Source: an optimization exercise on an open RTL-to-GDS flow (aim: small area and a short achievable clock period). Production flows keep margins and buffers that such runs may drop.
Only the layout flow was run in this run; the RTL was not checked for function there.
No activity file was given, so power comes from the tool's default toggle rates.

===== flow/constraint.sdc =====
create_clock -name core_clock -period 8.5 [get_ports {clk}]
set_input_delay 1.7000 -clock core_clock [delete_from_list [all_inputs] [get_ports {clk}]]
set_output_delay 1.7000 -clock core_clock [all_outputs]
set_load 0.01 [all_outputs]

===== flow/design.v =====
package reg_file_pkg;
    localparam int DEFAULT_DATA_W      = 32;
    localparam int DEFAULT_ADDR_W      = 4;
    localparam int DEFAULT_NUM_REGS    = 2 ** DEFAULT_ADDR_W;
    localparam int DEFAULT_PC_IDX      = 15;
    localparam int DEFAULT_PC_READ_OFS = 8;
    typedef logic [DEFAULT_NUM_REGS-1:0] pend_vec_t;
endpackage
module reg_file_rd_port
#(
    parameter int DATA_W      = reg_file_pkg::DEFAULT_DATA_W,
    parameter int ADDR_W      = reg_file_pkg::DEFAULT_ADDR_W,
    parameter int PC_IDX      = reg_file_pkg::DEFAULT_PC_IDX,
    localparam int NUM_REGS   = 2 ** ADDR_W
) (
    input  logic [ADDR_W-1:0]               rd_sel_i,
    input  logic [NUM_REGS-1:0][DATA_W-1:0] regFile_i,
    input  logic [NUM_REGS-1:0]             pend_i,
    input  logic                            wr0_en_i,
    input  logic [ADDR_W-1:0]               wr0_sel_i,
    input  logic [DATA_W-1:0]               wr0_data_i,
    input  logic                            wr1_en_i,
    input  logic [ADDR_W-1:0]               wr1_sel_i,
    input  logic [DATA_W-1:0]               wr1_data_i,
    input  logic [DATA_W-1:0]               pc_rd_i,
    input  logic                            pend_en_i,
    input  logic [ADDR_W-1:0]               pend_sel_i,
    output logic [DATA_W-1:0]               rd_data_o,
    output logic                            rd_busy_o
);
    localparam logic [ADDR_W-1:0] PC_SEL = ADDR_W'(PC_IDX);
    logic isPc, fwd1, fwd0;
    logic [NUM_REGS-1:0] hit;
    always_comb begin
        isPc = (rd_sel_i == PC_SEL);
        fwd1 = wr1_en_i && (wr1_sel_i == rd_sel_i) && !isPc;
        fwd0 = wr0_en_i && (wr0_sel_i == rd_sel_i) && !isPc && !fwd1;
        for (int r = 0; r < NUM_REGS; r++) begin
            hit[r] = (rd_sel_i == ADDR_W'(r)) && (r != PC_IDX) && !fwd1 && !fwd0;
        end
    end
    always_comb begin
        rd_data_o = ({DATA_W{isPc}} & pc_rd_i)
                  | ({DATA_W{fwd1}} & wr1_data_i)
                  | ({DATA_W{fwd0}} & wr0_data_i);
        for (int r = 0; r < NUM_REGS; r++) begin
            rd_data_o = rd_data_o | ({DATA_W{hit[r]}} & regFile_i[r]);
        end
    end
    always_comb begin
        rd_busy_o = pend_i[rd_sel_i] && !isPc;
        if (wr1_en_i && (wr1_sel_i == rd_sel_i) &&
            !(pend_en_i && (pend_sel_i == rd_sel_i))) begin
            rd_busy_o = 1'b0;
        end
    end
endmodule
module reg_file_mp
#(
    parameter int DATA_W      = reg_file_pkg::DEFAULT_DATA_W,
    parameter int ADDR_W      = reg_file_pkg::DEFAULT_ADDR_W,
    parameter int PC_IDX      = reg_file_pkg::DEFAULT_PC_IDX,
    parameter int PC_READ_OFS = reg_file_pkg::DEFAULT_PC_READ_OFS
) (
    input  logic              clk,
    input  logic              reset,
    input  logic [ADDR_W-1:0] rd_sel_a,
    input  logic [ADDR_W-1:0] rd_sel_b,
    input  logic [ADDR_W-1:0] rd_sel_c,
    output logic [DATA_W-1:0] rd_data_a,
    output logic [DATA_W-1:0] rd_data_b,
    output logic [DATA_W-1:0] rd_data_c,
    output logic              rd_busy_a,
    output logic              rd_busy_b,
    output logic              rd_busy_c,
    input  logic              wr0_en,
    input  logic [ADDR_W-1:0] wr0_sel,
    input  logic [DATA_W-1:0] wr0_data,
    input  logic              wr1_en,
    input  logic [ADDR_W-1:0] wr1_sel,
    input  logic [DATA_W-1:0] wr1_data,
    input  logic              pc_en,
    input  logic [DATA_W-1:0] pc_data,
    input  logic              pend_en,
    input  logic [ADDR_W-1:0] pend_sel,
    output logic [DATA_W-1:0] pc_q,
    output logic [ADDR_W:0]   pend_count
);
    localparam int NUM_REGS = 2 ** ADDR_W;
    localparam int CNT_W    = ADDR_W + 1;
    localparam logic [ADDR_W-1:0] PC_SEL = ADDR_W'(PC_IDX);
    logic [NUM_REGS-1:0][DATA_W-1:0] regFile_q, regFile_d;
    logic [NUM_REGS-1:0]             pend_q, pend_d;
    logic [CNT_W-1:0]                pendCount_q, pendCount_d;
    logic                            setOk, incr, decr;
    logic [DATA_W-1:0]               pcNext, pcRd;
    logic [NUM_REGS-1:0] hit1, hit0, take1, take0, takePc, hold;
    always_comb begin
        for (int r = 0; r < NUM_REGS; r++) begin
            hit1[r]   = wr1_en && (wr1_sel == ADDR_W'(r));
            hit0[r]   = wr0_en && (wr0_sel == ADDR_W'(r));
            take1[r]  = !reset && hit1[r];
            take0[r]  = !reset && !hit1[r] && hit0[r];
            if (r == PC_IDX) begin
                takePc[r] = !reset && !hit1[r] && !hit0[r] && pc_en;
                hold[r]   = !reset && !hit1[r] && !hit0[r] && !pc_en;
            end else begin
                takePc[r] = 1'b0;
                hold[r]   = !reset && !hit1[r] && !hit0[r];
            end
        end
    end
    always_comb begin
        for (int r = 0; r < NUM_REGS; r++) begin
            regFile_d[r] = ({DATA_W{take1[r]}}  & wr1_data)
                         | ({DATA_W{take0[r]}}  & wr0_data)
                         | ({DATA_W{takePc[r]}} & pc_data)
                         | ({DATA_W{hold[r]}}   & regFile_q[r]);
        end
    end
    always_comb begin
        setOk  = pend_en && (pend_sel != PC_SEL);
        pend_d = pend_q;
        if (wr1_en) begin
            pend_d[wr1_sel] = 1'b0;
        end
        if (setOk) begin
            pend_d[pend_sel] = 1'b1;
        end
        pend_d[PC_IDX] = 1'b0;
        incr = setOk && !pend_q[pend_sel];
        decr = wr1_en && pend_q[wr1_sel] && !(setOk && (pend_sel == wr1_sel));
        pendCount_d = pendCount_q + CNT_W'(incr) - CNT_W'(decr);
    end
    always_ff @(posedge clk) begin
        regFile_q <= regFile_d;
    end
    always_ff @(posedge clk) begin
        if (reset) begin
            pend_q      <= '0;
            pendCount_q <= '0;
        end else begin
            pend_q      <= pend_d;
            pendCount_q <= pendCount_d;
        end
    end
    assign pc_q       = regFile_q[PC_IDX];
    assign pend_count = pendCount_q;
    always_comb begin
        pcNext = regFile_q[PC_IDX];
        if (pc_en) begin
            pcNext = pc_data;
        end
        if (hit0[PC_IDX]) begin
            pcNext = wr0_data;
        end
        if (hit1[PC_IDX]) begin
            pcNext = wr1_data;
        end
    end
    assign pcRd   = pcNext + DATA_W'(PC_READ_OFS);
    logic [2:0][ADDR_W-1:0] rdSel;
    logic [2:0][DATA_W-1:0] rdData;
    logic [2:0]             rdBusy;
    assign rdSel = {rd_sel_c, rd_sel_b, rd_sel_a};
    for (genvar p = 0; p < 3; p++) begin : gRdPort
        reg_file_rd_port #(
            .DATA_W     (DATA_W),
            .ADDR_W     (ADDR_W),
            .PC_IDX     (PC_IDX)
        ) uRdPort (
            .rd_sel_i   (rdSel[p]),
            .regFile_i  (regFile_q),
            .pend_i     (pend_q),
            .wr0_en_i   (wr0_en),
            .wr0_sel_i  (wr0_sel),
            .wr0_data_i (wr0_data),
            .wr1_en_i   (wr1_en),
            .wr1_sel_i  (wr1_sel),
            .wr1_data_i (wr1_data),
            .pc_rd_i    (pcRd),
            .pend_en_i  (pend_en),
            .pend_sel_i (pend_sel),
            .rd_data_o  (rdData[p]),
            .rd_busy_o  (rdBusy[p])
        );
    end
    assign rd_data_a = rdData[0];
    assign rd_data_b = rdData[1];
    assign rd_data_c = rdData[2];
    assign rd_busy_a = rdBusy[0];
    assign rd_busy_b = rdBusy[1];
    assign rd_busy_c = rdBusy[2];
endmodule

===== flow/run.sh =====
#!/bin/bash
# synth_recipe.tcl (not shown) runs the flow's synth.tcl, then flattens the netlist and writes it again
# the make line also repeats each setting of config.mk as NAME=value (left out here)
make -C /OpenROAD-flow-scripts/flow DESIGN_CONFIG=/design/flow/config.mk WORK_HOME=/design/flow/orfs CLKGATE_MAP_FILE= SYNTH_SCRIPT=/design/flow/synth_recipe.tcl finish

===== flow/config.mk =====
export PLATFORM = sky130hd
export DESIGN_NAME = reg_file_mp
export DESIGN_NICKNAME = reg_file_mp
export VERILOG_FILES = /design/flow/design.v
export SDC_FILE = /design/flow/constraint.sdc
export NUM_CORES = 4
export LEC_CHECK = 0
export CAP_MARGIN = 20
export CORE_MARGIN = 2
export CORE_UTILIZATION = 60
export SETUP_SLACK_MARGIN = 3.5
export SLEW_MARGIN = 20

==> impl_metrics.env <==
export IMPL_grtUsageTotal=0.870
export IMPL_synth_seq_cells=532
export IMPL_synthTopCellsByCount="540 x a222oi_1, 532 x dfxtp_1, 405 x inv_1, 377 x nand2_1, 369 x a22oi_1"
export IMPL_cts_max_level=2
export IMPL_chipHeight_um=242
export IMPL_initial_utilization=0.606
export IMPL_clockBufferDepth=3
export IMPL_cts_root_buf="clkbuf_16"
export IMPL_ioPinCount=262
export IMPL_error="[ERROR GRT-0116] Global routing finished with congestion. Check the congestion regions in the DRC Viewer."
export IMPL_yosysTopAreaCellShare=0.312
export IMPL_yosysWarnings=2
export IMPL_avgSynthCellArea_um2=8.34
export IMPL_syn_area_um2=34100
export IMPL_synth_cells=4089
export IMPL_place_congestion=1.17
export IMPL_grt_pass1_vias=51200
export IMPL_ys_flop_type="dfxtp_1"
export IMPL_synth_area_leaders="dfxtp_1 31%, a222oi_1 16%, a22oi_1 8.1%"
export IMPL_port_buffers=261
export IMPL_hpwl_um=128000
export IMPL_yosysMostFrequentCell="a222oi_1"
export IMPL_synth_cell_types=87
export IMPL_grt_pass1_wl_um=380000
export IMPL_overflow=214
export IMPL_failing_step="5_1_grt"
export IMPL_synth_nets=4232
export IMPL_grt_max_degree=49
export IMPL_synth_top_cell_by_area="dfxtp_1"
export IMPL_cts_sinks=532
export IMPL_die_w_um=242
export IMPL_cts_buffers=58
export IMPL_async_flop_share=0
export IMPL_row_count=87
export IMPL_status="aborted with a tool error"
export IMPL_synth_edff_count=0
export IMPL_yosysSeqAreaShare=0.312
## per-layer routing
layer / overflow / track usage
met5: 4 / 0.547
met4: 81 / 0.819
met3: 16 / 0.805
met2: 105 / 0.954
met1: 8 / 0.888
## power by group through the flow
stage,clock network [W],logic [W],registers (W)
2_1_floorplan,0,0.000649,0.00268
3_3_place_gp,0,0.00118,0.00270
3_5_place_dp,0,0.00120,0.00270
4_1_cts,0.00290,0.00147,0.00265
## worst max-delay path by stage
stage / end / slack (ns) / start / cells after the start
CTS: rd_data_a[1] / 2.39 / wr1_sel[3] / 14
detailed placement: rd_data_c[24] / 0.53 / wr0_sel[0] / 11
global placement: rd_data_b[24] / 0.65 / wr0_sel[2] / 12
floorplan: rd_data_a[27] / 3.01 / wr1_sel[0] / 12
## through the flow
step	worst slack [ns]	cell area [um^2]	cells	utilization	hold WS, ns
floorplan	3.01	35300	4089	-	0.442
global placement	0.646	38500	4814	0.683	0.460
detailed placement	0.533	38500	4817	0.684	0.465
CTS	2.39	47300	5348	0.840	0.473
## logic make-up after synthesis
kind of cell,synth area share
AO/OA/AOI/OAI,0.340
AND/OR/NAND/NOR,0.144
buffers and inverters,0.116
flip-flops,0.312
multiplexers,0.0621
XOR/XNOR,0.0182
adder cells (fa/ha/maj),0.00646
## timing repair
action	in CTS
hold endpoints to repair	0
gates resized for setup	1117
cloned	38
hold buffers	0
buffers inserted	383
pin swaps	284
setup endpoints to repair	100
